This is an optimization exercise on Yosys and OpenROAD, whose aim is small area and a short achievable clock period, not a production implementation.
The RTL was checked by simulation tests, not by an equivalence proof against the original design.
No activity file was given, so power comes from the tool's default toggle rates.

==> design/flow/config.mk <==
export PLATFORM = sky130hd
export DESIGN_NAME = daq_core
export DESIGN_NICKNAME = daq_core
export VERILOG_FILES = /design/flow/design.v
export SDC_FILE = /design/flow/constraint.sdc
export NUM_CORES = 4
export LEC_CHECK = 0
export ABC_CLOCK_PERIOD_IN_PS = 1500
export CAP_MARGIN = 20
export CORE_MARGIN = 2
export CORE_UTILIZATION = 65
export CTS_CLUSTER_DIAMETER = 80
export CTS_CLUSTER_SIZE = 30
export SETUP_SLACK_MARGIN = 1.3
export SLEW_MARGIN = 20
==> design/flow/run.sh <==
#!/bin/bash
# synth_recipe.tcl (not shown) runs the flow's synth.tcl, then flattens the netlist and writes it again
# the make line also repeats each setting of config.mk as NAME=value (left out here)
make -C /OpenROAD-flow-scripts/flow DESIGN_CONFIG=/design/flow/config.mk WORK_HOME=/design/flow/orfs CLKGATE_MAP_FILE= SYNTH_SCRIPT=/design/flow/synth_recipe.tcl finish
==> design/flow/design.v <==
`timescale 1ns/1ps
module bus_decoder (
    input  logic        BUS_CLK,
    input  logic        BUS_RST,
    input  logic [15:0] bus_add,
    input  logic        bus_rd,
    input  logic        bus_wr,
    output logic [7:0]  bus_rd_data,
    output logic        sys_rd,
    output logic        sys_wr,
    input  logic [7:0]  sys_rdata,
    output logic        pulse_wr,
    input  logic [7:0]  pulse_rdata,
    output logic        ts_inj_wr,
    input  logic [7:0]  ts_inj_rdata,
    output logic        ts_hor_wr,
    input  logic [7:0]  ts_hor_rdata
);
    localparam logic [15:0] SYS_BASE   = 16'h0300;
    localparam logic [15:0] PULSE_BASE = 16'h0100;
    localparam logic [15:0] TSI_BASE   = 16'h0700;
    localparam logic [15:0] TSH_BASE   = 16'h0900;
    logic sel_sys, sel_pulse, sel_ts_inj, sel_ts_hor;
    assign sel_sys    = bus_add[15:8] == SYS_BASE[15:8];
    assign sel_pulse  = bus_add[15:8] == PULSE_BASE[15:8];
    assign sel_ts_inj = bus_add[15:8] == TSI_BASE[15:8];
    assign sel_ts_hor = bus_add[15:8] == TSH_BASE[15:8];
    assign sys_rd    = bus_rd & sel_sys;
    assign sys_wr    = bus_wr & sel_sys;
    assign pulse_wr  = bus_wr & sel_pulse;
    assign ts_inj_wr = bus_wr & sel_ts_inj;
    assign ts_hor_wr = bus_wr & sel_ts_hor;
    always_ff @(posedge BUS_CLK) begin
        if (BUS_RST)
            bus_rd_data <= 8'h00;
        else if (bus_rd)
            bus_rd_data <= ({8{sel_sys}}    & sys_rdata)
                         | ({8{sel_pulse}}  & pulse_rdata)
                         | ({8{sel_ts_inj}} & ts_inj_rdata)
                         | ({8{sel_ts_hor}} & ts_hor_rdata);
    end
endmodule
`timescale 1ns/1ps
module system_regs (
    input  logic                 BUS_CLK,
    input  logic                 BUS_RST,
    input  logic                 regs_rd,
    input  logic                 regs_wr,
    input  logic [8-1:0] regs_offset,
    input  logic [7:0]           regs_wdata,
    output logic [7:0]           regs_rdata,
    output logic [28-1:0] ts_now,
    output logic                 resetb_ext,
    output logic [4:0]           led
);
    logic                 configured;
    logic [7:1]           gpio;
    logic [28-1:8] ts_snap;
    logic [28-1:0] ts_carry;
    assign ts_carry[0] = 1'b1;
    for (genvar i = 1; i < 28; i++) begin : g_carry
        assign ts_carry[i] = &ts_now[i-1:0];
    end
    always_ff @(posedge BUS_CLK) begin
        if (BUS_RST)
            ts_now <= '0;
        else
            ts_now <= ts_now ^ ts_carry;
    end
    always_ff @(posedge BUS_CLK) begin
        if (BUS_RST) begin
            configured <= 1'b0;
            gpio       <= '0;
            resetb_ext <= 1'b1;
        end else if (regs_wr) begin
            if (regs_offset == 8'd5)
                configured <= regs_wdata[0];
            if (regs_offset == 8'd8) begin
                gpio       <= regs_wdata[7:1];
                resetb_ext <= ~regs_wdata[0];
            end
        end
    end
    always_ff @(posedge BUS_CLK) begin
        if (regs_rd && regs_offset == 8'd12)
            ts_snap <= ts_now[28-1:8];
    end
    assign led = gpio[5:1];
    always_comb begin
        case (regs_offset)
            8'd0:            regs_rdata = 8'd1;
            8'd1:              regs_rdata = 8'd0;
            8'd2:              regs_rdata = 8'd1;
            8'd3:              regs_rdata = 8'd0;
            8'd4:         regs_rdata = {7'b0, configured};
            8'd8:               regs_rdata = {gpio, ~resetb_ext};
            8'd12:          regs_rdata = ts_now[7:0];
            8'd12 + 8'd1:   regs_rdata = ts_snap[15:8];
            8'd12 + 8'd2:   regs_rdata = ts_snap[23:16];
            8'd12 + 8'd3:   regs_rdata = {4'b0, ts_snap[27:24]};
            default:                     regs_rdata = 8'h00;
        endcase
    end
endmodule
`timescale 1ns/1ps
module pulse_gen (
    input  logic     BUS_CLK,
    input  logic     BUS_RST,
    input  logic     regs_wr,
    input  logic [8-1:0] regs_offset,
    input  logic [7:0] regs_wdata,
    output logic [7:0] regs_rdata,
    input  logic     trig_in,
    output logic     pulse
);
    logic [7:0] delay;
    logic [7:0] width;
    logic       ext_en;
    logic       busy;
    logic [7:0] cnt;
    logic [7:0] cnt_dec;
    logic [7:0] borrow;
    logic       start;
    logic       last;
    assign start = (regs_wr && regs_offset == 8'd0) || (trig_in && ext_en);
    assign last  = (cnt[7:1] == 7'd0) && (cnt[0] == pulse);
    assign borrow[0] = 1'b1;
    for (genvar i = 1; i < 8; i++) begin : g_borrow
        assign borrow[i] = ~|cnt[i-1:0];
    end
    assign cnt_dec = cnt ^ borrow;
    always_ff @(posedge BUS_CLK) begin
        if (BUS_RST) begin
            delay  <= 8'h00;
            width  <= 8'h00;
            ext_en <= 1'b0;
        end else if (regs_wr) begin
            if (regs_offset == 8'd1)
                delay <= regs_wdata;
            if (regs_offset == 8'd2)
                width <= regs_wdata;
            if (regs_offset == 8'd3)
                ext_en <= regs_wdata[0];
        end
    end
    always_ff @(posedge BUS_CLK) begin
        if (BUS_RST) begin
            busy  <= 1'b0;
            pulse <= 1'b0;
        end else if (!busy) begin
            if (start && width != 8'h00)
                busy <= 1'b1;
        end else if (last) begin
            busy  <= ~pulse;
            pulse <= ~pulse;
        end
    end
    always_ff @(posedge BUS_CLK) begin
        if (!busy)
            cnt <= delay;
        else if (last)
            cnt <= width;
        else
            cnt <= cnt_dec;
    end
    always_comb begin
        case (regs_offset)
            8'd0: regs_rdata = {7'b0, ~busy};
            8'd1: regs_rdata = delay;
            8'd2: regs_rdata = width;
            8'd3:  regs_rdata = {7'b0, ext_en};
            default:          regs_rdata = 8'h00;
        endcase
    end
endmodule
`timescale 1ns/1ps
module edge_timestamper (
    input  logic                 BUS_CLK,
    input  logic                 BUS_RST,
    input  logic                 regs_wr,
    input  logic [8-1:0] regs_offset,
    input  logic [7:0]           regs_wdata,
    output logic [7:0]           regs_rdata,
    input  logic                 di,
    input  logic [28-1:0] ts_now,
    input  logic                 fifo_read,
    output logic                 fifo_empty,
    output logic [8-1:0] fifo_head,
    output logic [8*28-1:0] fifo_mem
);
    localparam int D = 8;
    localparam int W = 28;
    logic [1:0]    di_sync;
    logic          di_prev;
    logic          rise;
    logic          enable;
    logic [7:0]    lost;
    logic [D:0]    occ;
    logic [7:0]    lost_inc;
    logic [7:0]    lost_carry;
    logic          full;
    logic          push;
    logic          pop;
    always_ff @(posedge BUS_CLK) begin
        if (BUS_RST) begin
            di_sync <= 2'b00;
            di_prev <= 1'b0;
        end else begin
            di_sync <= {di_sync[0], di};
            di_prev <= di_sync[1];
        end
    end
    assign rise       = di_sync[1] & ~di_prev;
    assign full       = occ[D];
    assign fifo_empty = occ[0];
    assign push       = rise & enable & ~full;
    assign pop        = fifo_read;
    assign fifo_head  = occ[D:1];
    always_ff @(posedge BUS_CLK) begin
        if (push)
            fifo_mem <= {fifo_mem[(D-1)*W-1:0], ts_now};
    end
    always_ff @(posedge BUS_CLK) begin
        if (BUS_RST)
            occ <= (D+1)'(1);
        else if (push && !pop)
            occ <= {occ[D-1:0], 1'b0};
        else if (pop && !push)
            occ <= {1'b0, occ[D:1]};
    end
    assign lost_carry[0] = 1'b1;
    for (genvar i = 1; i < 8; i++) begin : g_carry
        assign lost_carry[i] = &lost[i-1:0];
    end
    assign lost_inc = lost ^ lost_carry;
    always_ff @(posedge BUS_CLK) begin
        if (BUS_RST) begin
            enable <= 1'b0;
            lost   <= 8'h00;
        end else begin
            if (regs_wr && regs_offset == 8'd0)
                enable <= regs_wdata[0];
            if (regs_wr && regs_offset == 8'd1)
                lost <= 8'h00;
            else if (rise && enable && full && lost != 8'hFF)
                lost <= lost_inc;
        end
    end
    always_comb begin
        case (regs_offset)
            8'd0: regs_rdata = {7'b0, enable};
            8'd1:   regs_rdata = lost;
            default:        regs_rdata = 8'h00;
        endcase
    end
endmodule
`timescale 1ns/1ps
module rr_arbiter (
    input  logic                      BUS_CLK,
    input  logic                      BUS_RST,
    input  logic [1:0]                src_empty,
    input  logic [8-1:0] src0_head,
    input  logic [8*28-1:0] src0_mem,
    input  logic [8-1:0] src1_head,
    input  logic [8*28-1:0] src1_mem,
    output logic [1:0]                src_read,
    input  logic                      arb_ready,
    output logic                      arb_write,
    output logic [31:0]               arb_data
);
    localparam int D = 8;
    localparam int W = 28;
    localparam logic [3:0] ID0 = 4'b0110;
    localparam logic [3:0] ID1 = 4'b0010;
    logic          last0;
    logic          pick1;
    logic          found;
    logic          pop;
    logic [W-1:0]  word0, word1;
    logic [W-1:0]  ts_q;
    assign pick1 = last0 ? ~src_empty[1] : src_empty[0];
    assign found = ~(src_empty[0] & src_empty[1]);
    assign pop   = found & arb_ready;
    assign src_read = {pop & pick1, pop & ~pick1};
    always_comb begin
        word0 = '0;
        word1 = '0;
        for (int i = 0; i < D; i++) begin
            word0 = word0 | ({W{src0_head[i]}} & src0_mem[i*W +: W]);
            word1 = word1 | ({W{src1_head[i]}} & src1_mem[i*W +: W]);
        end
    end
    always_ff @(posedge BUS_CLK) begin
        if (BUS_RST) begin
            last0     <= 1'b0;
            arb_write <= 1'b0;
        end else begin
            arb_write <= pop;
            if (pop)
                last0 <= ~pick1;
        end
    end
    always_ff @(posedge BUS_CLK)
        ts_q <= pick1 ? word1 : word0;
    assign arb_data = {last0 ? ID0 : ID1, ts_q};
endmodule
`timescale 1ns/1ps
module daq_core (
    input  logic        BUS_CLK,
    input  logic        BUS_RST,
    input  logic [15:0] bus_add,
    input  logic [7:0]  bus_wr_data,
    output logic [7:0]  bus_rd_data,
    input  logic        bus_rd,
    input  logic        bus_wr,
    input  logic        trig_in,
    input  logic        inj_loop_in,
    input  logic        hitor_in,
    output logic        inj_pulse,
    output logic        resetb_ext,
    output logic [4:0]  led,
    input  logic        arb_ready,
    output logic        arb_write,
    output logic [31:0] arb_data
);
    localparam int D = 8;
    localparam int W = 28;
    logic [W-1:0]   ts_now;
    logic [1:0]     src_empty;
    logic [1:0]     src_read;
    logic [D-1:0]   head0, head1;
    logic [D*W-1:0] mem0, mem1;
    logic [8-1:0] offset;
    logic       sys_rd, sys_wr, pulse_wr, ts_inj_wr, ts_hor_wr;
    logic [7:0] sys_rdata, pulse_rdata, ts_inj_rdata, ts_hor_rdata;
    assign offset = bus_add[8-1:0];
    bus_decoder bus_decoder0 (
        .BUS_CLK      (BUS_CLK),
        .BUS_RST      (BUS_RST),
        .bus_add      (bus_add),
        .bus_rd       (bus_rd),
        .bus_wr       (bus_wr),
        .bus_rd_data  (bus_rd_data),
        .sys_rd       (sys_rd),
        .sys_wr       (sys_wr),
        .sys_rdata    (sys_rdata),
        .pulse_wr     (pulse_wr),
        .pulse_rdata  (pulse_rdata),
        .ts_inj_wr    (ts_inj_wr),
        .ts_inj_rdata (ts_inj_rdata),
        .ts_hor_wr    (ts_hor_wr),
        .ts_hor_rdata (ts_hor_rdata)
    );
    system_regs system_regs0 (
        .BUS_CLK     (BUS_CLK),
        .BUS_RST     (BUS_RST),
        .regs_rd     (sys_rd),
        .regs_wr     (sys_wr),
        .regs_offset (offset),
        .regs_wdata  (bus_wr_data),
        .regs_rdata  (sys_rdata),
        .ts_now      (ts_now),
        .resetb_ext  (resetb_ext),
        .led         (led)
    );
    pulse_gen pulse_inj (
        .BUS_CLK     (BUS_CLK),
        .BUS_RST     (BUS_RST),
        .regs_wr     (pulse_wr),
        .regs_offset (offset),
        .regs_wdata  (bus_wr_data),
        .regs_rdata  (pulse_rdata),
        .trig_in     (trig_in),
        .pulse       (inj_pulse)
    );
    edge_timestamper ts_inj (
        .BUS_CLK     (BUS_CLK),
        .BUS_RST     (BUS_RST),
        .regs_wr     (ts_inj_wr),
        .regs_offset (offset),
        .regs_wdata  (bus_wr_data),
        .regs_rdata  (ts_inj_rdata),
        .di          (inj_loop_in),
        .ts_now      (ts_now),
        .fifo_read   (src_read[0]),
        .fifo_empty  (src_empty[0]),
        .fifo_head   (head0),
        .fifo_mem    (mem0)
    );
    edge_timestamper ts_hor (
        .BUS_CLK     (BUS_CLK),
        .BUS_RST     (BUS_RST),
        .regs_wr     (ts_hor_wr),
        .regs_offset (offset),
        .regs_wdata  (bus_wr_data),
        .regs_rdata  (ts_hor_rdata),
        .di          (hitor_in),
        .ts_now      (ts_now),
        .fifo_read   (src_read[1]),
        .fifo_empty  (src_empty[1]),
        .fifo_head   (head1),
        .fifo_mem    (mem1)
    );
    rr_arbiter rr_arbiter0 (
        .BUS_CLK   (BUS_CLK),
        .BUS_RST   (BUS_RST),
        .src_empty (src_empty),
        .src0_head (head0),
        .src0_mem  (mem0),
        .src1_head (head1),
        .src1_mem  (mem1),
        .src_read  (src_read),
        .arb_ready (arb_ready),
        .arb_write (arb_write),
        .arb_data  (arb_data)
    );
endmodule
==> design/flow/constraint.sdc <==
create_clock -name core_clock -period 3.0 [get_ports {BUS_CLK}]
set_input_delay 0.6000 -clock core_clock [delete_from_list [all_inputs] [get_ports {BUS_CLK}]]
set_output_delay 0.6000 -clock core_clock [all_outputs]
set_load 0.01 [all_outputs]
==> results_dict.tcl, run 1 <==
set metrics [dict create \
    status "timing/DRC/antenna clean" \
    dr.pass1.iters 5 \
    yosysSeqAreaShare_pct 74.2 \
    synth_edf_count 468 \
    worstHoldPathType "in2reg" \
    async_reset_ff_share_pct 0 \
    clkTransAtPathRegs_ns 0.12 \
    clk_path_buf_depth 3 \
    ctsHoldBuffers 0 \
    die_h_um 191 \
    cts_max_level 1 \
    core_um2 34500 \
    timing.final.max_slew_violations 0 \
    wl_mm 54.2 \
    drive_above_1_share_pct 20.4 \
    netlist.area_leader.share_pct 61.5 \
    postSynthCellCount 1531 \
    clk_root_buffer_cell "clkbuf_16" \
    crit_slowest_cell "dfxtp_2" \
    first_iter_violations 1303 \
    period_share_pct 56.5 \
    crit_required_ns 2.40 \
    rsz0062_at_grt "yes" \
    final.setup.worst_slack_ns 1.30 \
    ys_ff_latch 612 \
    final_cell_mix "468 x edfxtp_1, 151 x nor2_1, 122 x a22oi_1" \
    path_buf_inv 1 \
    cts.sink_count 612 \
    power.leakage_uw 0.00874 \
    synth_area_leaders "edfxtp_1 62%, dfxtp_1 13%, a22oi_1 4.0%" \
    path_cells "buf_6" \
    synth_area_um2 22800 \
    vias_per_cell 6.59 \
    sw_frac_of_total_pct 20.3 \
    numPortBuffers 76 \
    gp_congestion 0.839 \
    ir_drop_mv 0.498 \
    end_kind "output port" \
    vias 14000 \
    std_cell_rows 68 \
    dpl.hpwl_mm 32.7 \
    seqPwrFrac_pct 65.5 \
    p_clk_share_pct 32.9 \
    critPathArrivalTime_ns 1.10 \
    cts_made_buffers 27 \
    cp_max_fo 2 \
    grt_antenna_before_repair 1 \
    wl_per_cell_um 25.5 \
    ys_warn_count 5 \
    insertion_delay_ns 0.60 \
    power.total_uw 13700 \
    drc_errors 0 \
    finalSetupViolCount 0 \
    grt.total_usage_pct 29.1 \
    cts_tree "done" \
    pre_cts_ws_ns 0.241 \
    grt_overflow_total 0 \
    cp_top_family "flip-flops" \
    critical_path_class "reg2out" \
    finalHoldViolCount 0 \
    p_comb_share_pct 1.7 \
    grt_pass1_wl_mm 79.7 \
    synthFlopType "edfxtp_1" \
    ant_nets 0 \
    grt_pass1_vias 13400 \
    die_w_um 191 \
    fin_nets 1695 \
    power_density_nw_per_um2 525 \
    post-route-util_pct 75.7 \
    area_growth_pct 14.6 \
    start_util_pct 66.1 \
    timing.fmax_mhz 590 \
    slew_headroom_pct 51.7 \
    synth_cell_types 60 \
    worstMarginPinSlew_ns 0.724 \
    cpPeakStageDelay_ns 0.38 \
    min_period_ns 1.70 \
    internal_power_uw 10900 \
    postSynthAreaPerCell_um2 14.9 \
    p_sw_uw 2800 \
    grt_max_degree 90 \
    layout_commonest_cell "edfxtp_1" \
    synth_top_cell_by_area "edfxtp_1" \
    finalClockSkew_ns 0.0212 \
    ios 80 \
    worstSetupStartpointType "register" \
    die-area_um2 36700 \
    drv_cap 0 \
]
[routing by layer]
metal	global-route usage [%]	share of wire (%)	vias to the layer above
li1	-	-	6220
met1	40.8	40	7016
met2	47.1	48	662
met3	4.52	8.3	105
met4	10.0	3.4	0
met5	0	0	-
[registers in the layout (all words and copies together) (netlist names), 9 cells and up]
| register | flops |
|---|---|
| ts_inj.fifo_mem | 224 |
| system_regs0.ts_now | 28 |
| system_regs0.ts_snap | 20 |
| ts_hor.occ | 9 |
| ts_inj.occ | 9 |
| rr_arbiter0.ts_q | 28 |
| ts_hor.fifo_mem | 224 |
[timing repair]
item	in CTS	in global routing
endpoints found under the setup margin	644	500
gates resized for setup	302	80
setup buffers	22	26
pin swaps	16	25
cloned	5	4
[cell families (layout without fill, tap and decap cells)]
logic type,count (synthesis),in the layout,synth area share [%]
AOI/OAI and AO/OA,368,369,11.9
buffers and inverters,116,250,2.11
and+or+nand+nor,327,328,7.05
DFF,612,612,74.2
other,2,5,0.0329
adders and majority gates,16,16,0.877
muxes,60,60,2.76
xor gates and xnor gates,30,30,1.15
[metrics by stage]
stage	instances	TNS, ns	hold slack, ns	cell area [um^2]
floorplan	1532	-2434.05	0.414	23100
global placement	2016	0	0.428	24400
detailed placement	2016	0	0.426	24400
CTS	2093	0	0.442	25600
global route	2123	0	0.420	26200
finish	2125	0	0.425	26200
[worst paths after layout]
kind                                                    endpoint  slack [ns]  depth (start not counted)                                      from
worst max register to register        ts_inj.occ[3]$_SDFFE_PP0P_        1.31                          8              ts_inj.di_sync[1]$_SDFF_PP0_
worst min-delay path            rr_arbiter0.arb_write$_SDFF_PP0_        0.43                          3                                 arb_ready
worst max-delay path                              bus_rd_data[0]        1.30                          1  bus_decoder0.bus_rd_data[0]$_SDFFE_PP0P_
worst min register to register    ts_inj.fifo_mem[164]$_DFFE_PP_        0.44                          0            ts_inj.fifo_mem[136]$_DFFE_PP_
[cell type report]
| class | instances | area, um^2 |
|---|---|---|
| flip-flops and latches | 612 | 17000 |
| fillers | 2113 | 8380 |
| multi-input cells | 806 | 5860 |
| repair buffers | 184 | 1740 |
| clock buffers | 36 | 752 |
| well taps | 455 | 569 |
| clock inverters | 14 | 140 |
| inverters | 16 | 60.1 |
| diodes | 2 | 5.00 |
[synth_stat cells, types with 11 or more instances]
master and count:
dfxtp_1 144, mux2_2 14, nand3_1 18, a22oi_1 122
clkbuf_1 83, edfxtp_1 468, a221oi_1 56, nand2_1 40
xnor2_1 14, mux2i_1 45, nor2b_1 16, a21oi_1 51
nor2_1 153, o21ai_0 23, inv_1 16, nor3_1 11
xor2_1 16, a22o_1 61, a31oi_1 28, ha_1 16
nand4_1 43
[power by group through the flow]
stage                     combinational, uW  clock, uW  sequential (uW)
final                                   227       4520             9000
after global routing                    241       4830             9000
after CTS                               217       4570             9000
after detailed placement                201          0             9210
after global placement                  198          0             9210
after floorplan                         102          0             9200
==> run 2: changes to the inputs <==
--- a/design/flow/config.mk
+++ b/design/flow/config.mk
@@ -11,4 +11,4 @@
 export CORE_UTILIZATION = 65
-export CTS_CLUSTER_DIAMETER = 80
-export CTS_CLUSTER_SIZE = 30
+export CTS_CLUSTER_DIAMETER = 60
+export CTS_CLUSTER_SIZE = 24
 export SETUP_SLACK_MARGIN = 1.3
==> run 2 against run 1 <==
Against the previous run: clock skew rose by 0.00074 ns; via count increased by 0.59%; critical path type is now reg2reg; first-iteration DRC count rose by 6.3%; final cell count grew 0.94%; non-clock buffer count increased by 4; largest cell class unchanged; hold slack got worse by 0.0050 ns.
==> results_dict.tcl, run 2 <==
set metrics [dict create \
    cts_max_level 2 \
    seqPwrFrac_pct 60.5 \
    holdWs_ns 0.420 \
    layout_commonest_cell "edfxtp_1" \
    synth_compound_area_share_pct 11.9 \
    dpl.hpwl_mm 32.7 \
    seqCellArea_um2 17000 \
    rsz0062_at_grt "yes" \
    ctsHoldBuffers 0 \
    timing.fmax_mhz 575 \
    synth_top_family_by_area "compound AO/OA/AOI/OAI gates" \
    finalHoldViolCount 0 \
    period_share_pct 58.0 \
    worstHoldPathType "reg2reg" \
    crit_slowest_cell "dfxtp_2" \
    cpPeakStageDelay_ns 0.37 \
    finalSetupViolCount 0 \
    grt.total_usage_pct 29.4 \
    clk_root_buffer_cell "clkbuf_16" \
    start_util_pct 66.1 \
    clk_path_buf_depth 3 \
    p_comb_share_pct 1.5 \
    n_antenna_cell 0 \
    wl_mm 54.2 \
    power_density_nw_per_um2 561 \
    numPortBuffers 76 \
    grt_max_degree 136 \
    die_h_um 191 \
    ys_ff_latch 612 \
    core_um2 34500 \
    die_w_um 191 \
    power.leakage_uw 0.00893 \
    hold_depth 1 \
    r2r_cells 4 \
    vias 14100 \
    cp_max_fo 69 \
    postSynthAreaPerCell_um2 14.9 \
    ys_warn_count 5 \
    critPathArrivalTime_ns 1.97 \
    min_period_ns 1.74 \
    cts_made_buffers 37 \
    cts.sink_count 612 \
    postSynthCellCount 1531 \
    end_kind "register" \
    worst_hold_startpoint "ts_inj.di_sync[0]$_SDFF_PP0_" \
    p_clk_share_pct 38.0 \
    cts_tree "done" \
    internal_power_uw 11900 \
    muxShareOfSynthArea_pct 2.76 \
    grt_antenna_before_repair 2 \
    synthSimpleGateAreaFrac_pct 7.05 \
    netlist.area_leader.share_pct 61.5 \
    status "timing/DRC/antenna clean" \
    pre_cts_ws_ns 0.241 \
    final_area_um2 26500 \
    die-area_um2 36700 \
    placed_cell_area_um2 24400 \
    r2r-end "ts_hor.fifo_mem[126]$_DFFE_PP_" \
    ff2ff_setup_slack_ns 1.26 \
    crit_required_ns 3.23 \
    synth_area_leaders "edfxtp_1 62%, dfxtp_1 13%, a22oi_1 4.0%" \
    drive_above_1_share_pct 21.4 \
    synth_top_cell_by_area "edfxtp_1" \
    synth_cell_types 60 \
    path_buf_inv 3 \
    synth_xor_area_share_pct 1.15 \
    async_reset_ff_share_pct 0 \
    sw_frac_of_total_pct 20.0 \
    insertion_delay_ns 0.56 \
    drv_cap 0 \
    grt_pass1_vias 13500 \
    dr.pass1.iters 5 \
    ir_drop_mv 0.611 \
    yosysSeqAreaShare_pct 74.2 \
    synth_common_cells "468 x edfxtp_1, 153 x nor2_1, 144 x dfxtp_1, 122 x a22oi_1, 83 x clkbuf_1" \
    synthAdderAreaFrac_pct 0.877 \
    largestRegisters "ts_hor.fifo_mem (224), ts_inj.fifo_mem (224)" \
    wl_per_cell_um 25.3 \
    yosysMostFrequentCell "edfxtp_1" \
    synthFlopType "edfxtp_1" \
    slew_headroom_pct 51.9 \
    std_cell_rows 68 \
    worstMarginPinSlew_ns 0.721 \
    path_cells "nor4bb_4 -> buf_6 -> buf_4 -> buf_16" \
    final_cell_mix "468 x edfxtp_1, 149 x nor2_1, 122 x a22oi_1" \
    p_sw_uw 2970 \
    min_to "ts_inj.di_sync[1]$_SDFF_PP0_" \
    critical_path_class "reg2reg" \
    fin_nets 1709 \
    cp_top_family "buffers and inverters" \
    clkTransAtPathRegs_ns 0.08 \
    grt_pass1_wl_mm 80.0 \
    fillers 2093 \
    multi_input_area_um2 5870 \
    timing.final.max_slew_violations 0 \
    r2r_start "ts_hor.di_sync[1]$_SDFF_PP0_" \
    gp_congestion 0.839 \
    area_growth_pct 16.0 \
    worstSetupStartpoint "ts_hor.di_sync[1]$_SDFF_PP0_" \
    synth_area_um2 22800 \
    synth_edf_count 468 \
    finalClockSkew_ns 0.0220 \
    vias_per_cell 6.57 \
    worstSetupStartpointType "register" \
    first_iter_violations 1385 \
    ant_nets 0 \
    ios 80 \
    grt_overflow_total 0 \
    final.setup.worst_slack_ns 1.26 \
    drc_errors 0 \
]
## run 2: cell counts after synthesis
No cell type changed its count.
## run 2: area by class of cell
cell class / count / share of cell area, %
Sequential cell: 612 / 64.3
Inverter: 16 / 0.227
Clock inverter: 21 / 0.930
Multi-Input combinational cell: 806 / 22.1
Timing Repair Buffer: 188 / 6.31
Clock buffer: 47 / 3.92
Tap cell: 455 / 2.15
## run 2: power groups by stage
| stage | registers (uW) | clock network [uW] | logic, uW |
|---|---|---|---|
| after floorplan | 9200 | 0 | 102 |
| final | 9000 | 5640 | 226 |
| after global placement | 9210 | 0 | 198 |
| after CTS | 9000 | 5750 | 216 |
| after detailed placement | 9210 | 0 | 201 |
| after global routing | 9000 | 6040 | 239 |
## run 2: routing by layer
metal  routed length [um]  GRT usage, %
met1                21800          40.8
met2                25900          46.7
met3                 4370          5.01
met4                 2190          12.0
met5                    0             0
## run 2: worst max path at each step
stage / to / slack (ns) / cells after the start
after floorplan: ts_inj.occ[1]$_SDFFE_PP0P_ / -6.18 / 7
after global placement: system_regs0.resetb_ext$_SDFFE_PP1P_ / 0.28 / 5
after detailed placement: system_regs0.resetb_ext$_SDFFE_PP1P_ / 0.24 / 5
after CTS: ts_inj.fifo_mem[171]$_DFFE_PP_ / 1.24 / 3
after global routing: ts_inj.occ[6]$_SDFFE_PP0P_ / 1.20 / 8
final: ts_hor.fifo_mem[126]$_DFFE_PP_ / 1.26 / 4
## run 2: through the flow
step	setup TNS, ns	std cells	utilization [%]	total power [uW]
3_5_place_dp	0	2016	70.6	9410
2_1_floorplan	-2434.05	1532	-	9300
6_report	0	2145	76.7	14900
5_1_grt	0	2145	76.7	15300
4_1_cts	0	2115	75.4	15000
3_3_place_gp	0	2016	70.6	9400
## run 2: logic make-up after synthesis
logic type	count (synthesis)
adder cells (fa/ha/maj)	16
AO/OA/AOI/OAI	368
flip-flops	612
XOR/XNOR	30
buffers and inverters	116
AND/OR/NAND/NOR	327
multiplexers	60
other	2
## run 2: timing repair
item | CTS | global route
setup buffers | 26 | 26
pin swaps | 15 | 24
resized for setup | 303 | 72
gates cloned | 5 | 4
setup endpoints to repair | 644 | 435
==> run 3: changes to the inputs <==
==> design/flow/flow/run.sh (new file) <==
#!/bin/bash
set -euo pipefail
export CTS_ARGS="-sink_clustering_enable -repair_clock_nets -sink_clustering_size 30 -sink_clustering_max_diameter 80 -dont_use_dummy_load"
export BUFFER_PORTS_ARGS="-buffer_cell sky130_fd_sc_hd__buf_2"
bash standard.sh > standard_flow.log 2>&1
==> design/flow/standard.sh (new file) <==
#!/bin/bash
# synth_recipe.tcl (not shown) runs the flow's synth.tcl, then flattens the netlist and writes it again
# the make line also repeats each setting of config.mk as NAME=value (left out here)
make -C /OpenROAD-flow-scripts/flow DESIGN_CONFIG=/design/flow/config.mk WORK_HOME=/design/flow/orfs CLKGATE_MAP_FILE= SYNTH_SCRIPT=/design/flow/synth_recipe.tcl "${@:-finish}"
--- a/design/flow/config.mk
+++ b/design/flow/config.mk
@@ -11,5 +11,5 @@
 export CORE_UTILIZATION = 65
-export CTS_CLUSTER_DIAMETER = 60
-export CTS_CLUSTER_SIZE = 24
-export SETUP_SLACK_MARGIN = 1.3
+export CTS_CLUSTER_DIAMETER = 80
+export CTS_CLUSTER_SIZE = 30
+export SETUP_SLACK_MARGIN = 1.35
 export SLEW_MARGIN = 20
removed: design/flow/run.sh
==> run 3 against run 2 <==
Against the previous run: final cell count decreased by 1.2%; maximum frequency decreased by 1.5%; combinational power decreased by 15%; critical path type unchanged.
==> results_dict.tcl, run 3 <==
set metrics [dict create \
    postSynthCellCount 1531 \
    timing.fmax_mhz 567 \
    critical_path_class "reg2reg" \
    postSynthAreaPerCell_um2 14.9 \
    p_comb_share_pct 1.5 \
    finalClockSkew_ns 0.0420 \
    grt_antenna_before_repair 1 \
    cp_max_fo 9 \
    finalSetupViolCount 0 \
    r2r-end "ts_hor.fifo_mem[100]$_DFFE_PP_" \
    synth_cell_types 60 \
    fin_nets 1713 \
    grt.total_usage_pct 29.4 \
    internal_power_uw 10600 \
    largestRegisters "ts_hor.fifo_mem (224), ts_inj.fifo_mem (224)" \
    end_kind "register" \
    cts_tree "done" \
    gp_congestion 0.846 \
    die-area_um2 36700 \
    clk_root_buffer_cell "clkbuf_16" \
    critPathArrivalTime_ns 2.06 \
    cts_made_buffers 26 \
    worstMarginPinSlew_ns 0.783 \
    p_sw_uw 2510 \
    setup-tns-final_ns 0 \
    drc_errors 0 \
    crit_required_ns 3.29 \
    sw_frac_of_total_pct 19.2 \
    placed_cells 2008 \
    synth_edf_count 468 \
    worstHoldPathType "in2reg" \
    area_growth_pct 14.3 \
    min_to "ts_hor.di_sync[0]$_SDFF_PP0_" \
    seqPwrFrac_pct 68.6 \
    vias 14100 \
    power_density_nw_per_um2 502 \
    layout.cells.non_filler 2119 \
    post-route-util_pct 75.6 \
    die_h_um 191 \
    cts.sink_count 612 \
    grt_pass1_vias 13300 \
    std_cell_rows 68 \
    hold_depth 2 \
    ir_drop_mv 0.568 \
    yosysMostFrequentCell "edfxtp_1" \
    timing.final.max_slew_violations 0 \
    final_cell_mix "468 x edfxtp_1, 147 x nor2_1, 122 x a22oi_1" \
    cts_max_level 1 \
    worstSetupStartpointType "register" \
    ff2ff_setup_slack_ns 1.24 \
    r2r_start "ts_hor.occ[8]$_SDFFE_PP0P_" \
    insertion_delay_ns 0.59 \
    power.leakage_uw 0.00872 \
    dpl.hpwl_mm 32.8 \
    ys_warn_count 5 \
    clk_path_buf_depth 3 \
    period_share_pct 58.8 \
    start_util_pct 66.1 \
    wl_per_cell_um 25.8 \
    first_iter_violations 1607 \
    dr.pass1.iters 6 \
    wl_mm 54.6 \
    synth_area_leaders "edfxtp_1 62%, dfxtp_1 13%, a22oi_1 4.0%" \
    p_clk_share_pct 30.0 \
    worst_hold_startpoint "hitor_in" \
    grt_max_degree 65 \
    rsz0062_at_grt "yes" \
    yosysSeqAreaShare_pct 74.2 \
    synth_top_cell_by_area "edfxtp_1" \
    numPortBuffers 76 \
    slew_headroom_pct 47.8 \
    synth_common_cells "468 x edfxtp_1, 153 x nor2_1, 144 x dfxtp_1, 122 x a22oi_1, 83 x clkbuf_1" \
    status "timing/DRC/antenna clean" \
    grt_pass1_wl_mm 80.2 \
    power.total_uw 13100 \
    min_period_ns 1.76 \
    synthFlopType "edfxtp_1" \
    finalHoldViolCount 0 \
    layout_commonest_cell "edfxtp_1" \
    drv_cap 0 \
    synth_area_um2 22800 \
    async_reset_ff_share_pct 0 \
    ys_ff_latch 612 \
    grt_overflow_total 0 \
    ios 80 \
    vias_per_cell 6.65 \
    core_um2 34500 \
    ant_nets 0 \
    drive_above_1_share_pct 21.8 \
    die_w_um 191 \
    netlist.area_leader.share_pct 61.5 \
    r2r_cells 6 \
    clkTransAtPathRegs_ns 0.11 \
]
run 3: area by class of cell:
type                    count  area [um^2]
multi-input cells         807         5830
diodes                      1         2.50
flip-flops and latches    612        17100
fillers                  2174         8430
clock buffers              26          651
repair buffers            202         1950
well taps                 455          569
inverters                  16         60.1
run 3: how the worst max path moves through the flow:
stage                                    start                                   end  cells past startpoint
floorplan           ts_inj.occ[8]$_SDFFE_PP0P_            ts_inj.occ[1]$_SDFFE_PP0P_                      7
global placement                    bus_add[5]  system_regs0.resetb_ext$_SDFFE_PP1P_                      5
detailed placement                  bus_add[5]  system_regs0.resetb_ext$_SDFFE_PP1P_                      5
CTS                 ts_inj.occ[0]$_SDFFE_PP1P_          rr_arbiter0.ts_q[15]$_DFF_P_                      5
global route        ts_hor.enable$_SDFFE_PP0P_            ts_hor.occ[6]$_SDFFE_PP0P_                      7
finish              ts_hor.occ[8]$_SDFFE_PP0P_        ts_hor.fifo_mem[100]$_DFFE_PP_                      6
run 3: kinds of logic (layout without fill, tap and decap cells):
group                    Yosys count  count (layout)  share of synthesized area (%)
flip-flops                       612             612                           74.2
AO/OA/AOI/OAI                    368             369                           11.9
AND/OR/NAND/NOR                  327             329                           7.05
buffers and inverters            116             244                           2.11
multiplexers                      60              60                           2.76
XOR/XNOR                          30              30                           1.15
adder cells (fa/ha/maj)           16              16                          0.877
other                              2               4                         0.0329
run 3: metal layers:
layer	track usage, %	routed length, um	vias up
li1	-	-	6239
met1	42.4	22100	7101
met2	46.9	26200	654
met3	3.91	4350	95
met4	9.64	1940	0
met5	0	0	-
run 3: metrics by stage:
stage / area, um^2 / worst slack, ns / hold WS (ns)
2_1_floorplan: 23100 / -6.18 / 0.414
3_3_place_gp: 23900 / 0.537 / 0.427
3_5_place_dp: 23900 / 0.488 / 0.423
4_1_cts: 25500 / 1.25 / 0.211
5_1_grt: 26100 / 1.19 / 0.235
6_report: 26100 / 1.24 / 0.225
run 3: worst max-delay path, stage by stage, from the launching register on:
cell and delay (ns):
dfxtp_4 0.38, nor4bb_4 0.36, buf_4 0.18, buf_6 0.09
buf_12 0.17, buf_12 0.13, clkbuf_16 0.14
run 3: power by group through the flow:
stage                     Combinational (uW)  Clock (uW)  Sequential (uW)
after global routing                     206        4280             9000
after global placement                   163           0             9200
after floorplan                          102           0             9200
after CTS                                181        4000             9000
after detailed placement                 165           0             9200
final                                    192        3930             8990
run 3: repair_timing:
| item | CTS | global route |
|---|---|---|
| gates cloned | 10 | 4 |
| resized for setup | 121 | 67 |
| buffers inserted | 31 | 39 |
| pin swaps | 13 | 24 |
| hold buffers | 0 | 0 |
| endpoints found under the setup margin | 605 | 271 |
==> run 4: changes to the inputs <==
--- a/design/flow/config.mk
+++ b/design/flow/config.mk
@@ -13,3 +13,3 @@
 export CTS_CLUSTER_SIZE = 30
-export SETUP_SLACK_MARGIN = 1.35
+export SETUP_SLACK_MARGIN = 1.3
 export SLEW_MARGIN = 20
==> run 4 against run 3 <==
Against the previous run: count of clock-buffer cells in the layout unchanged; largest cell class unchanged; global-route usage is essentially flat; sequential share of layout area is 1.6 points higher; hold slack gained 0.0046 ns; critical endpoint is now ts_hor.occ[3]$_SDFFE_PP0P_; highest routed layer unchanged; largest power group unchanged; routed wire length fell by 0.42%; register-to-register slack worse by 0.02 ns; sequential cell count did not move; still clean; setup slack got worse by 0.023 ns.
==> results_dict.tcl, run 4 <==
set metrics [dict create \
    status "timing/DRC/antenna clean" \
    multi_input_area_um2 5740 \
    dr.pass1.iters 6 \
    ios 80 \
    r2r_start "ts_hor.occ[8]$_SDFFE_PP0P_" \
    vias 13800 \
    start_util_pct 66.1 \
    timing.final.max_slew_violations 0 \
    period_share_pct 59.6 \
    std_cell_rows 68 \
    ir_drop_mv 0.476 \
    finalHoldViolCount 0 \
    crit_required_ns 3.48 \
    min_period_ns 1.79 \
    worstHoldPathType "in2reg" \
    r2r-end "ts_hor.occ[3]$_SDFFE_PP0P_" \
    seqCellArea_um2 17000 \
    internal_power_uw 10600 \
    yosysMostFrequentCell "edfxtp_1" \
    gp_congestion 0.890 \
    cts.sink_count 612 \
    yosysSeqAreaShare_pct 74.2 \
    critical_path_class "reg2reg" \
    wl_mm 54.3 \
    postSynthCellCount 1531 \
    synthAdderAreaFrac_pct 0.877 \
    p_clk_share_pct 30.0 \
    final.setup.worst_slack_ns 1.21 \
    clk_root_buffer_cell "clkbuf_16" \
    power_density_nw_per_um2 515 \
    timing.fmax_mhz 559 \
    path_cells "nor4bb_4 -> buf_4 -> ha_4 -> mux2i_1 -> nor2_1 -> a21oi_1 -> nor2_1" \
    grt_pass1_wl_mm 80.7 \
    synth_area_um2 22800 \
    drive_above_1_share_pct 18.9 \
    hold_depth 2 \
    area_growth_pct 11.5 \
    die_h_um 191 \
    seqPwrFrac_pct 68.6 \
    vias_per_cell 6.65 \
    p_sw_uw 2520 \
    muxShareOfSynthArea_pct 2.76 \
    grt.total_usage_pct 29.4 \
    dpl.hpwl_mm 32.6 \
    slew_headroom_pct 61.3 \
    synth_xor_area_share_pct 1.15 \
    ant_nets 0 \
    ys_ff_latch 612 \
    postSynthAreaPerCell_um2 14.9 \
    p_comb_share_pct 1.4 \
    first_iter_violations 1470 \
    rsz0062_at_grt "yes" \
    cpPeakStageDelay_ns 0.40 \
    synth_top_family_by_area "compound AO/OA/AOI/OAI gates" \
    final_area_um2 25500 \
    largestRegisters "ts_hor.fifo_mem (224), ts_inj.fifo_mem (224)" \
    core_um2 34500 \
    grt_pass1_vias 13400 \
    worst_hold_startpoint "inj_loop_in" \
    end_kind "register" \
    r2r_cells 7 \
    synth_area_leaders "edfxtp_1 62%, dfxtp_1 13%, a22oi_1 4.0%" \
    clk_path_buf_depth 3 \
    synth_cell_types 60 \
    synthFlopType "edfxtp_1" \
    critPathArrivalTime_ns 2.27 \
    numPortBuffers 76 \
    grt_max_degree 74 \
    crit_slowest_cell "dfxtp_4" \
    cts_max_level 1 \
    pre_cts_ws_ns 0.408 \
    finalClockSkew_ns 0.0447 \
    layout.cells.non_filler 2082 \
    critPathMostFrequentCell "nor2_1" \
    clkTransAtPathRegs_ns 0.12 \
    wl_per_cell_um 26.1 \
    cp_max_fo 5 \
    placed_cell_area_um2 23900 \
    fillers 2260 \
    layout_commonest_cell "edfxtp_1" \
    setup-tns-final_ns 0 \
    synthSimpleGateAreaFrac_pct 7.05 \
    min_to "ts_inj.di_sync[0]$_SDFF_PP0_" \
    die_w_um 191 \
    n_antenna_cell 0 \
    ff2ff_setup_slack_ns 1.21 \
    grt_overflow_total 0 \
    drc_errors 0 \
    synth_common_cells "468 x edfxtp_1, 153 x nor2_1, 144 x dfxtp_1, 122 x a22oi_1, 83 x clkbuf_1" \
    insertion_delay_ns 0.59 \
    ctsHoldBuffers 0 \
    cts_made_buffers 26 \
    ys_warn_count 5 \
    worstMarginPinSlew_ns 0.580 \
    power.leakage_uw 0.00845 \
    synth_compound_area_share_pct 11.9 \
    grt_antenna_before_repair 0 \
    path_buf_inv 1 \
    final_cell_mix "468 x edfxtp_1, 148 x nor2_1, 122 x a22oi_1" \
    cts_tree "done" \
    worstSetupStartpointType "register" \
    netlist.area_leader.share_pct 61.5 \
    synth_edf_count 468 \
    synth_top_cell_by_area "edfxtp_1" \
    sw_frac_of_total_pct 19.2 \
    post-route-util_pct 73.7 \
    async_reset_ff_share_pct 0 \
    placed_cells 2006 \
    finalSetupViolCount 0 \
    drv_cap 0 \
    crit_cells 7 \
    die-area_um2 36700 \
    cp_top_family "simple AND/OR/NAND/NOR gates" \
    fin_nets 1677 \
]
## run 4: cell counts after synthesis
No cell type changed its count.
## run 4: worst max-delay path by stage
stage                                                 endpoint                    startpoint
after CTS                           ts_hor.occ[4]$_SDFFE_PP0P_  ts_hor.di_sync[1]$_SDFF_PP0_
after floorplan                     ts_inj.occ[1]$_SDFFE_PP0P_    ts_inj.occ[8]$_SDFFE_PP0P_
final                               ts_hor.occ[3]$_SDFFE_PP0P_    ts_hor.occ[8]$_SDFFE_PP0P_
after global placement    system_regs0.resetb_ext$_SDFFE_PP1P_                    bus_add[5]
after detailed placement  system_regs0.resetb_ext$_SDFFE_PP1P_                    bus_add[5]
after global routing                ts_hor.occ[3]$_SDFFE_PP0P_    ts_hor.enable$_SDFFE_PP0P_
## run 4: cells by family after synthesis
family / Yosys count
compound gates: 368
buf+inv: 116
fa+ha+maj: 16
xor+xnor: 30
simple gates: 327
flops: 612
other cells: 2
mux: 60
## run 4: area by class of cell
type	count	area share, %
timing repair buffer	168	5.53
sequential	612	66.9
clock buffer	26	2.56
inverter	16	0.236
multi-input combinational	805	22.6
tap	455	2.24
## run 4: stage by stage
stage	total power, uW	hold slack, ns
after floorplan	9300	0.414
after global placement	9360	0.423
after detailed placement	9370	0.430
after CTS	13200	0.212
after global routing	13500	0.250
final	13100	0.230
## run 4: power by group through the flow
stage	Combinational [uW]	Clock, uW	Sequential (uW)
floorplan	102	0	9200
global placement	161	0	9200
detailed placement	163	0	9200
CTS	168	4010	9010
global route	197	4270	9000
finish	182	3940	9000
## run 4: timing repair
action	4_1_cts	5_1_grt
pin swaps	7	18
resized for setup	83	52
setup endpoints to repair	583	325
buffers inserted	14	27
cloned	6	3
## run 4: layer usage
metal / global-route usage [%] / wire length (um) / up-vias
met4: 7.46 / 1360 / 0
met3: 3.62 / 4530 / 73
li1: - / - / 6158
met5: 0 / 0 / -
met1: 42.4 / 21900 / 6964
met2: 48.1 / 26500 / 645
==> run 5: changes to the inputs <==
--- a/design/flow/design.v
+++ b/design/flow/design.v
@@ -63,2 +63,4 @@
     end
+    logic [28-1:0] ts_toggle;
+    assign ts_toggle = ts_carry & {28{~BUS_RST}};
     always_ff @(posedge BUS_CLK) begin
@@ -67,3 +69,3 @@
         else
-            ts_now <= ts_now ^ ts_carry;
+            ts_now <= ts_now ^ ts_toggle;
     end
@@ -130,3 +132,3 @@
     end
-    assign cnt_dec = cnt ^ borrow;
+    assign cnt_dec = cnt ^ (borrow & {8{busy}});
     always_ff @(posedge BUS_CLK) begin
@@ -200,2 +202,3 @@
     logic [7:0]    lost_carry;
+    logic          lost_en;
     logic          full;
@@ -225,7 +228,7 @@
             occ <= (D+1)'(1);
-        else if (push && !pop)
-            occ <= {occ[D-1:0], 1'b0};
-        else if (pop && !push)
-            occ <= {1'b0, occ[D:1]};
+        else
+            occ <= push ? (pop ? occ : {occ[D-1:0], 1'b0})
+                        : (pop ? {1'b0, occ[D:1]} : occ);
     end
+    assign lost_en = rise & enable & full & (lost != 8'hFF);
     assign lost_carry[0] = 1'b1;
@@ -234,3 +237,3 @@
     end
-    assign lost_inc = lost ^ lost_carry;
+    assign lost_inc = lost ^ (lost_carry & {8{lost_en}});
     always_ff @(posedge BUS_CLK) begin
@@ -244,3 +247,3 @@
                 lost <= 8'h00;
-            else if (rise && enable && full && lost != 8'hFF)
+            else
                 lost <= lost_inc;
==> design/flow/run.sh (new file) <==
#!/bin/bash
# synth_recipe.tcl (not shown) runs the flow's synth.tcl, then flattens the netlist and writes it again
# the make line also repeats each setting of config.mk as NAME=value (left out here)
make -C /OpenROAD-flow-scripts/flow DESIGN_CONFIG=/design/flow/config.mk WORK_HOME=/design/flow/orfs CLKGATE_MAP_FILE= SYNTH_SCRIPT=/design/flow/synth_recipe.tcl finish
removed: design/flow/flow/run.sh
removed: design/flow/standard.sh
==> run 5 against run 4 <==
Against the previous run: utilization up 1.7 points; via count up 3.5%; clock power up 18%; routed wire length up 1.5%; register-to-register slack better by 0.04 ns; non-clock buffer count up 24; sequential cell count unchanged; first-iteration DRC count up 8.8%; final cell count up 2.5%; setup slack better by 0.031 ns; clock skew down 0.0092 ns; critical endpoint is now led[4].
==> results_dict.tcl, run 5 <==
set metrics [dict create \
    synth_top_family_by_area "compound AO/OA/AOI/OAI gates" \
    drc_errors 0 \
    die_h_um 191 \
    vias 14300 \
    yosysSeqAreaShare_pct 74.3 \
    path_cells "clkbuf_2" \
    worstSetupStartpointType "register" \
    synth_common_cells "468 x edfxtp_1, 144 x dfxtp_1, 134 x a22oi_1, 126 x nor2_1, 78 x clkbuf_1" \
    ant_nets 0 \
    cts.sink_count 612 \
    drive_above_1_share_pct 21.0 \
    numPortBuffers 76 \
    path_buf_inv 1 \
    critPathArrivalTime_ns 1.16 \
    synth_compound_area_share_pct 12.4 \
    crit_required_ns 2.40 \
    synth_area_leaders "edfxtp_1 62%, dfxtp_1 13%, a22oi_1 4.4%" \
    gp_congestion 0.964 \
    netlist.area_leader.share_pct 61.6 \
    muxShareOfSynthArea_pct 2.16 \
    wl_per_cell_um 25.8 \
    p_comb_share_pct 1.7 \
    setup-tns-final_ns 0 \
    finalHoldViolCount 0 \
    ios 80 \
    status "timing/DRC/antenna clean" \
    cp_top_family "flip-flops" \
    synth_area_um2 22800 \
    min_period_ns 1.76 \
    die_w_um 191 \
    grt_antenna_before_repair 0 \
    power.leakage_uw 0.00860 \
    drv_cap 0 \
    slew_headroom_pct 65.8 \
    grt_pass1_wl_mm 82.5 \
    timing.final.max_slew_violations 0 \
    synth_cell_types 64 \
    ys_ff_latch 612 \
    dr.pass1.iters 7 \
    internal_power_uw 11000 \
    largestRegisters "ts_hor.fifo_mem (224), ts_inj.fifo_mem (224)" \
    final_cell_mix "468 x edfxtp_1, 134 x a22oi_1, 120 x nor2_1" \
    sw_frac_of_total_pct 20.6 \
    vias_per_cell 6.71 \
    clk_root_buffer_cell "clkbuf_16" \
    finalSetupViolCount 0 \
    core_um2 34500 \
    area_growth_pct 14.2 \
    postSynthAreaPerCell_um2 15.0 \
    ir_drop_mv 0.546 \
    synth_edf_count 468 \
    period_share_pct 58.6 \
    layout.cells.non_filler 2135 \
    grt_overflow_total 0 \
    layout_commonest_cell "edfxtp_1" \
    cp_max_fo 3 \
    cts_tree "done" \
    power_density_nw_per_um2 532 \
    worstMarginPinSlew_ns 0.512 \
    wl_mm 55.2 \
    synthAdderAreaFrac_pct 0.219 \
    p_clk_share_pct 33.4 \
    placed_cells 2024 \
    seqPwrFrac_pct 64.9 \
    synth_xor_area_share_pct 1.34 \
    crit_slowest_cell "dfxtp_2" \
    n_antenna_cell 0 \
    worstHoldPathType "in2reg" \
    fin_nets 1694 \
    std_cell_rows 68 \
    postSynthCellCount 1525 \
    async_reset_ff_share_pct 0 \
    start_util_pct 66.0 \
    insertion_delay_ns 0.60 \
    clkTransAtPathRegs_ns 0.11 \
    yosysMostFrequentCell "edfxtp_1" \
    grt_max_degree 79 \
    cts_max_level 1 \
    synthFlopType "edfxtp_1" \
    critical_path_class "reg2out" \
    first_iter_violations 1599 \
    timing.fmax_mhz 569 \
    dpl.hpwl_mm 34.5 \
    fillers 2144 \
    finalClockSkew_ns 0.0355 \
    cts_made_buffers 28 \
    clk_path_buf_depth 3 \
    synth_top_cell_by_area "edfxtp_1" \
    cpPeakStageDelay_ns 0.41 \
    die-area_um2 36600 \
    grt.total_usage_pct 30.0 \
    rsz0062_at_grt "yes" \
    synthSimpleGateAreaFrac_pct 7.62 \
    p_sw_uw 2850 \
    grt_pass1_vias 13700 \
    end_kind "output port" \
    ys_warn_count 5 \
]
run 5: cell type report:
class,instances,area [um^2],area share [%]
Timing Repair Buffer,192,1610,6.19
Tap cell,455,569,2.19
Inverter,16,68.8,0.264
Sequential cell,612,17100,65.5
Clock inverter,14,190,0.730
Multi-Input combinational cell,808,5790,22.2
Clock buffer,38,759,2.92
run 5: layer usage:
| metal | up-vias | GRT usage, % | part of all wire [%] |
|---|---|---|---|
| met5 | - | 0 | 0 |
| met4 | 0 | 9.79 | 3.5 |
| met3 | 87 | 3.07 | 7.6 |
| met2 | 695 | 48.9 | 49 |
| met1 | 7236 | 43.0 | 40 |
| li1 | 6303 | - | - |
run 5: power by group through the flow:
stage | Sequential [uW] | Clock [uW] | Combinational (uW)
finish | 8990 | 4630 | 236
global route | 8990 | 4970 | 251
CTS | 8990 | 4690 | 216
detailed placement | 9190 | 0 | 212
global placement | 9190 | 0 | 210
floorplan | 9200 | 0 | 102
run 5: path summary, 6_finish.rpt:
kind	start	to	slack, ns	depth (start not counted)
min reg2reg	ts_hor.fifo_mem[161]$_DFFE_PP_	ts_hor.fifo_mem[189]$_DFFE_PP_	0.45	0
max reg2reg	system_regs0.ts_now[14]$_SDFF_PP0_	system_regs0.ts_now[19]$_SDFF_PP0_	1.25	5
min	BUS_RST	system_regs0.ts_now[1]$_SDFF_PP0_	0.40	2
max	system_regs0.gpio[5]$_SDFFE_PP0P_	led[4]	1.24	1
run 5: stage by stage:
| stage | utilization [%] | area (um^2) | power [uW] | hold WS [ns] | worst slack [ns] |
|---|---|---|---|---|---|
| 5_1_grt | 75.4 | 26000 | 14200 | 0.421 | 1.21 |
| 3_5_place_dp | 70.6 | 24400 | 9410 | 0.433 | 0.221 |
| 2_1_floorplan | - | 23000 | 9300 | 0.414 | -0.403 |
| 3_3_place_gp | 70.6 | 24400 | 9400 | 0.418 | 0.280 |
| 4_1_cts | 74.5 | 25700 | 13900 | 0.375 | 1.10 |
| 6_report | 75.4 | 26000 | 13800 | 0.404 | 1.24 |
run 5: kinds of logic (layout without fill, tap and decap cells):
kind of cell | Yosys count | in the layout
fa+ha+maj | 4 | 4
flops | 612 | 612
other cells | 2 | 3
buf+inv | 108 | 260
simple gates | 336 | 338
xor+xnor | 35 | 35
mux | 47 | 47
compound gates | 381 | 381
run 5: what timing repair did:
action,4_1_cts,5_1_grt
setup buffers,31,24
pin swaps,19,16
endpoints found under the setup margin,513,147
hold buffers,0,0
endpoints found under the hold margin,0,0
gates resized for setup,290,69
cloned,4,0
==> run 6: changes to the inputs <==
--- a/design/flow/config.mk
+++ b/design/flow/config.mk
@@ -13,3 +13,3 @@
 export CTS_CLUSTER_SIZE = 30
-export SETUP_SLACK_MARGIN = 1.3
+export SETUP_SLACK_MARGIN = 1.4
 export SLEW_MARGIN = 20
==> run 6 against run 5 <==
Against the previous run: still clean; sequential power about the same; combinational power up 3%; sequential share of layout area down 1.0 points; clock skew down 0.0097 ns; sequential cell count unchanged; setup slack better by 0.065 ns; largest cell class unchanged; largest power group unchanged.
==> results_dict.tcl, run 6 <==
set metrics [dict create \
    cpPeakStageDelay_ns 0.38 \
    final_cell_mix "468 x edfxtp_1, 132 x a22oi_1, 121 x nor2_1" \
    die_w_um 191 \
    netlist.area_leader.share_pct 61.6 \
    path_cells "buf_6" \
    grt_pass1_vias 13700 \
    holdWs_ns 0.451 \
    finalClockSkew_ns 0.0259 \
    pre_cts_ws_ns 0.321 \
    critPathArrivalTime_ns 1.09 \
    cts_made_buffers 26 \
    vias_per_cell 6.73 \
    timing.fmax_mhz 591 \
    grtUsageMet2_pct 48.3 \
    clk_path_buf_depth 3 \
    power.total_uw 13700 \
    synth_cell_types 64 \
    ios 80 \
    power_density_nw_per_um2 516 \
    die_h_um 191 \
    worst_hold_startpoint "ts_inj.fifo_mem[163]$_DFFE_PP_" \
    rsz0062_at_grt "yes" \
    drv_cap 0 \
    postSynthAreaPerCell_um2 15.0 \
    ctsHoldBuffers 0 \
    min_to "ts_inj.fifo_mem[191]$_DFFE_PP_" \
    final_area_um2 26500 \
    numPortBuffers 76 \
    period_share_pct 56.4 \
    gp_congestion 0.951 \
    async_reset_ff_share_pct 0 \
    dpl.hpwl_mm 34.0 \
    vias 14500 \
    min_period_ns 1.69 \
    use_met1_pct 41.8 \
    r2r_start "system_regs0.ts_now[10]$_SDFF_PP0_" \
    layout_commonest_cell "edfxtp_1" \
    end_kind "output port" \
    wl_mm 55.6 \
    ir_drop_mv 0.745 \
    largestRegisters "ts_hor.fifo_mem (224), ts_inj.fifo_mem (224)" \
    synth_edf_count 468 \
    r2r-end "system_regs0.ts_now[19]$_SDFF_PP0_" \
    cts_tree "done" \
    core_um2 34500 \
    post-route-util_pct 76.7 \
    final.setup.worst_slack_ns 1.31 \
    yosysMostFrequentCell "edfxtp_1" \
    grt_overflow_total 0 \
    insertion_delay_ns 0.59 \
    synthFlopType "edfxtp_1" \
    grt_antenna_before_repair 2 \
    ant_nets 0 \
    clkTransAtPathRegs_ns 0.12 \
    finalSetupViolCount 0 \
    start_util_pct 66.0 \
    status "timing/DRC/antenna clean" \
    grtUsageMet3_pct 4.11 \
    drive_above_1_share_pct 22.7 \
    die-area_um2 36600 \
    worstHoldPathType "reg2reg" \
    timing.final.max_slew_violations 0 \
    cts.sink_count 612 \
    grt.total_usage_pct 29.8 \
    finalHoldViolCount 0 \
    clk_root_buffer_cell "clkbuf_16" \
    synth_area_leaders "edfxtp_1 62%, dfxtp_1 13%, a22oi_1 4.4%" \
    ys_warn_count 5 \
    wl_per_cell_um 25.9 \
    ys_ff_latch 612 \
    ff2ff_setup_slack_ns 1.31 \
    grt_max_degree 87 \
    drc_errors 0 \
    dr.pass1.iters 6 \
    worstSetupStartpointType "register" \
    r2r_cells 5 \
    postSynthCellCount 1525 \
    fin_nets 1709 \
    yosysSeqAreaShare_pct 74.3 \
    cp_top_family "flip-flops" \
    placed_cell_area_um2 24400 \
    hold_depth 0 \
    critical_path_class "reg2out" \
    crit_slowest_cell "dfxtp_4" \
    power.leakage_uw 0.00881 \
    grt.busiest_layer "met2" \
    synth_common_cells "468 x edfxtp_1, 144 x dfxtp_1, 134 x a22oi_1, 126 x nor2_1, 78 x clkbuf_1" \
    synth_area_um2 22800 \
    path_buf_inv 1 \
    crit_required_ns 2.40 \
    grt_pass1_wl_mm 81.5 \
    synth_top_cell_by_area "edfxtp_1" \
    cp_max_fo 3 \
    cts_max_level 1 \
    area_growth_pct 16.2 \
    first_iter_violations 1699 \
    std_cell_rows 68 \
]
==> run 6: how the worst max path moves through the flow <==
| stage | from | to | slack (ns) | cells after the start |
|---|---|---|---|---|
| 6_report | bus_decoder0.bus_rd_data[0]$_SDFFE_PP0P_ | bus_rd_data[0] | 1.31 | 1 |
| 5_1_grt | system_regs0.ts_now[10]$_SDFF_PP0_ | system_regs0.ts_now[19]$_SDFF_PP0_ | 1.25 | 5 |
| 4_1_cts | bus_decoder0.bus_rd_data[0]$_SDFFE_PP0P_ | bus_rd_data[0] | 1.29 | 1 |
| 3_5_place_dp | bus_add[3] | pulse_inj.delay[7]$_SDFFE_PP0P_ | 0.32 | 7 |
| 3_3_place_gp | bus_add[9] | pulse_inj.delay[0]$_SDFFE_PP0P_ | 0.37 | 7 |
| 2_1_floorplan | ts_inj.occ[8]$_SDFFE_PP0P_ | ts_inj.occ[1]$_SDFFE_PP0P_ | -0.40 | 5 |
==> run 6: final cells by class <==
type | count | area [um^2]
Sequential cell | 612 | 17100
Timing Repair Buffer | 210 | 2020
Inverter | 16 | 66.3
Fill cell | 2095 | 8050
Tap cell | 455 | 569
Clock inverter | 9 | 120
Antenna cell | 1 | 2.50
Clock buffer | 39 | 742
Multi-Input combinational cell | 807 | 5900
==> run 6: metal layers <==
metal  vias to the layer above  routed length [um]
li1                       6318                   -
met1                      7219               21600
met2                       809               26800
met3                       119                4840
met4                         4                2250
met5                         -                  34
==> run 6: logic make-up (layout without fill, tap and decap cells) <==
group / count (synthesis) / in the layout / share of synthesized area (%)
flops: 612 / 612 / 74.3
compound gates: 381 / 381 / 12.4
simple gates: 336 / 337 / 7.62
buf+inv: 108 / 274 / 1.96
mux: 47 / 47 / 2.16
xor+xnor: 35 / 35 / 1.34
fa+ha+maj: 4 / 4 / 0.219
other cells: 2 / 4 / 0.0329
==> run 6: timing repair <==
| action | CTS | global route |
|---|---|---|
| resized for setup | 352 | 100 |
| gates cloned | 3 | 3 |
| setup buffers | 52 | 20 |
| setup endpoints to repair | 552 | 303 |
| pin swaps | 26 | 40 |
==> run 6: metrics by stage <==
stage | TNS [ns] | instances
floorplan | -4.28 | 1526
finish | 0 | 2149
global route | 0 | 2148
CTS | 0 | 2125
detailed placement | 0 | 2022
global placement | 0 | 2022
==> run 6: report_power, final <==
group / total, uW / switching, uW / internal, uW / leakage (uW)
clock network: 4450 / 2570 / 1880 / 0.000416
logic: 242 / 141 / 101 / 0.00302
registers: 8980 / 9.12 / 8970 / 0.00538
==> run 7: changes to the inputs <==
--- a/design/flow/config.mk
+++ b/design/flow/config.mk
@@ -13,3 +13,3 @@
 export CTS_CLUSTER_SIZE = 30
-export SETUP_SLACK_MARGIN = 1.4
+export SETUP_SLACK_MARGIN = 1.35
 export SLEW_MARGIN = 20
==> run 7 against run 6 <==
Against the previous run: count of clock-buffer cells in the layout rose by 1; utilization grew 0.35 points; sequential share of layout area decreased by 0.37 points; setup slack got worse by 0.033 ns; routed wire length rose by 2.0%; sequential power hardly changed; combinational power increased by 2%; maximum frequency is 1.9% lower; non-clock buffer count rose by 15; synthesized cell count did not move; power increased by 0.53%; final area up 0.46%.
==> results_dict.tcl, run 7 <==
set metrics [dict create \
    grt_pass1_vias 13900 \
    r2r_cells 4 \
    ys_ff_latch 612 \
    clkTransAtPathRegs_ns 0.11 \
    grt_antenna_before_repair 2 \
    yosysSeqAreaShare_pct 74.3 \
    period_share_pct 57.5 \
    wl_met1_mm 22.3 \
    final.setup.worst_slack_ns 1.28 \
    synth_area_leaders "edfxtp_1 62%, dfxtp_1 13%, a22oi_1 4.4%" \
    synth_common_cells "468 x edfxtp_1, 144 x dfxtp_1, 134 x a22oi_1, 126 x nor2_1, 78 x clkbuf_1" \
    timing.final.max_slew_violations 0 \
    cts_max_level 1 \
    postSynthAreaPerCell_um2 15.0 \
    drive_above_1_share_pct 23.0 \
    ios 80 \
    synth_top_cell_by_area "edfxtp_1" \
    yosysMostFrequentCell "edfxtp_1" \
    postSynthCellCount 1525 \
    layout.cells.non_filler 2167 \
    pre_cts_ws_ns 0.221 \
    die_h_um 191 \
    insertion_delay_ns 0.60 \
    rsz0062_at_grt "yes" \
    cp_max_fo 6 \
    ir_drop_mv 0.655 \
    timing.fmax_mhz 580 \
    vias_per_cell 6.75 \
    std_cell_rows 68 \
    dpl.hpwl_mm 33.8 \
    seqPwrFrac_pct 65.4 \
    cts_tree "done" \
    synth_area_um2 22800 \
    sw_frac_of_total_pct 20.6 \
    cts.sink_count 612 \
    ant_nets 0 \
    final_cell_mix "468 x edfxtp_1, 133 x a22oi_1, 120 x nor2_1" \
    die_w_um 191 \
    async_reset_ff_share_pct 0 \
    internal_power_uw 10900 \
    grt.total_usage_pct 30.5 \
    placed_cells 2027 \
    vias 14600 \
    worstHoldPathType "reg2reg" \
    critPathArrivalTime_ns 2.21 \
    drc_errors 0 \
    grt_overflow_total 0 \
    area_growth_pct 16.7 \
    numPortBuffers 76 \
    cts_made_buffers 27 \
    dr.pass1.iters 5 \
    route.met3.wl_mm 4.91 \
    p_comb_share_pct 1.8 \
    synth_edf_count 468 \
    ctsHoldBuffers 0 \
    finalHoldViolCount 0 \
    holdWs_ns 0.448 \
    power_density_nw_per_um2 516 \
    finalClockSkew_ns 0.0285 \
    synthFlopType "edfxtp_1" \
    critical_path_class "reg2reg" \
    grt_max_degree 94 \
    worstMarginPinSlew_ns 0.712 \
    clk_root_buffer_cell "clkbuf_16" \
    p_clk_share_pct 32.8 \
    wl_mm 56.7 \
    start_util_pct 66.0 \
    drv_cap 0 \
    clk_path_buf_depth 3 \
    status "timing/DRC/antenna clean" \
    slew_headroom_pct 52.5 \
    die-area_um2 36600 \
    first_iter_violations 1527 \
    min_period_ns 1.72 \
    fin_nets 1726 \
    core_um2 34500 \
    synth_cell_types 64 \
    placed_cell_area_um2 24400 \
    wl_per_cell_um 26.2 \
    ys_warn_count 5 \
    crit_required_ns 3.49 \
    wl_met2_mm 27.1 \
    worstSetupStartpointType "register" \
    largestRegisters "ts_hor.fifo_mem (224), ts_inj.fifo_mem (224)" \
    netlist.area_leader.share_pct 61.6 \
    final_area_um2 26600 \
    highest_layer "met4" \
    finalSetupViolCount 0 \
    layout_commonest_cell "edfxtp_1" \
    hold_depth 1 \
    p_sw_uw 2830 \
    end_kind "register" \
    grt_pass1_wl_mm 83.4 \
    power.leakage_uw 0.00886 \
    gp_congestion 0.959 \
]
run 7: cell count changes in the layout (fill, tap and decap cells not counted), moves of 3 or more:
cell and delta:
a21oi_1 +3, buf_12 -4, buf_2 -8, buf_4 +20, dfxtp_1 +7, dfxtp_4 -5, inv_6 -3, nand2_2 +3
nor3_2 +3
run 7: layer usage:
metal / vias to the layer above / track usage, %
li1: 6363 / -
met4: 0 / 11.1
met3: 120 / 4.11
met1: 7382 / 43.1
met5: - / 0
met2: 771 / 49.2
run 7: cell families after synthesis:
kind of cell	after synthesis	share of synthesized area, %
XOR/XNOR	35	1.34
adder cells (fa/ha/maj)	4	0.219
multiplexers	47	2.16
AO/OA/AOI/OAI	381	12.4
other	2	0.0329
flip-flops	612	74.3
AND/OR/NAND/NOR	336	7.62
buffers and inverters	108	1.96
run 7: layout make-up:
type                       instances  area [um^2]
sequential                       612        17100
fill                            2085         7920
multi-input combinational        808         5910
timing repair buffer             225         2140
clock buffer                      40          746
tap                              455          569
clock inverter                     9          130
inverter                          16         65.1
antenna                            2         5.00
run 7: critical path: stages (launching register included):
cell and delay, ns:
dfxtp_1 0.69, nand4_1 0.25, nor4_4 0.38, a21oi_1 0.11, o21a_1 0.19
run 7: path summary, 6_finish.rpt:
kind | to | slack, ns | start
max | system_regs0.ts_now[27]$_SDFF_PP0_ | 1.28 | system_regs0.ts_now[25]$_SDFF_PP0_
min | ts_inj.di_sync[1]$_SDFF_PP0_ | 0.45 | ts_inj.di_sync[0]$_SDFF_PP0_
max reg2reg | system_regs0.ts_now[27]$_SDFF_PP0_ | 1.28 | system_regs0.ts_now[25]$_SDFF_PP0_
min reg2reg | ts_inj.di_sync[1]$_SDFF_PP0_ | 0.45 | ts_inj.di_sync[0]$_SDFF_PP0_
run 7: metrics by stage:
step	utilization (%)	power, uW	TNS [ns]
after floorplan	-	9300	-4.28
after global placement	70.8	9410	0
after detailed placement	70.8	9410	0
after CTS	75.3	13800	0
after global routing	77.0	14100	0
final	77.1	13700	0
run 7: repair_timing:
| action | 4_1_cts | 5_1_grt |
|---|---|---|
| cloned | 4 | 4 |
| buffers inserted | 52 | 29 |
| setup endpoints to repair | 470 | 469 |
| pin swaps | 26 | 35 |
| resized for setup | 337 | 89 |
run 7: power groups by stage:
stage / Clock (uW) / Combinational (uW) / Sequential, uW
finish: 4510 / 247 / 8990
global route: 4830 / 262 / 8990
CTS: 4560 / 236 / 8990
detailed placement: 0 / 218 / 9190
global placement: 0 / 215 / 9190
floorplan: 0 / 102 / 9200

-- separate check: timing with driven ports --
No port has a modelled driver above. Below, the same layouts with a new extraction and two added sets of constraints. Step 1, drivers: a clkbuf_16 drives BUS_CLK and a buf_2 each remaining input, both assumed. Step 2 moves the port delays by t, midway between the first and last clock arrival at a register: inputs arrive t later, outputs are due t later. That takes back most of the time a late clock gives input paths. Three values: ideal, step 1, step 2; two values: the first two.
run | shift t [ns] | slack for setup (ns) | worst setup path after step 2
run 1 | 0.646 | 1.305 / 1.248 / 0.758 | input to register
run 2 | 0.605 | 1.261 / 1.261 / 0.719 | input to register
run 3 | 0.623 | 1.235 / 1.235 / 0.815 | input to register
run 4 | 0.625 | 1.212 / 1.212 / 0.697 | input to register
run 5 | 0.643 | 1.243 / 1.186 / 0.692 | input to register
run 6 | 0.637 | 1.308 / 1.251 / 0.801 | input to register
run 7 | 0.636 | 1.276 / 1.257 / 0.774 | input to register
After both steps setup and hold are still met in every run listed. For run 5, which loses most, drivers alone change the setup slack by -0.057 ns; drivers and shift together by -0.551 ns.
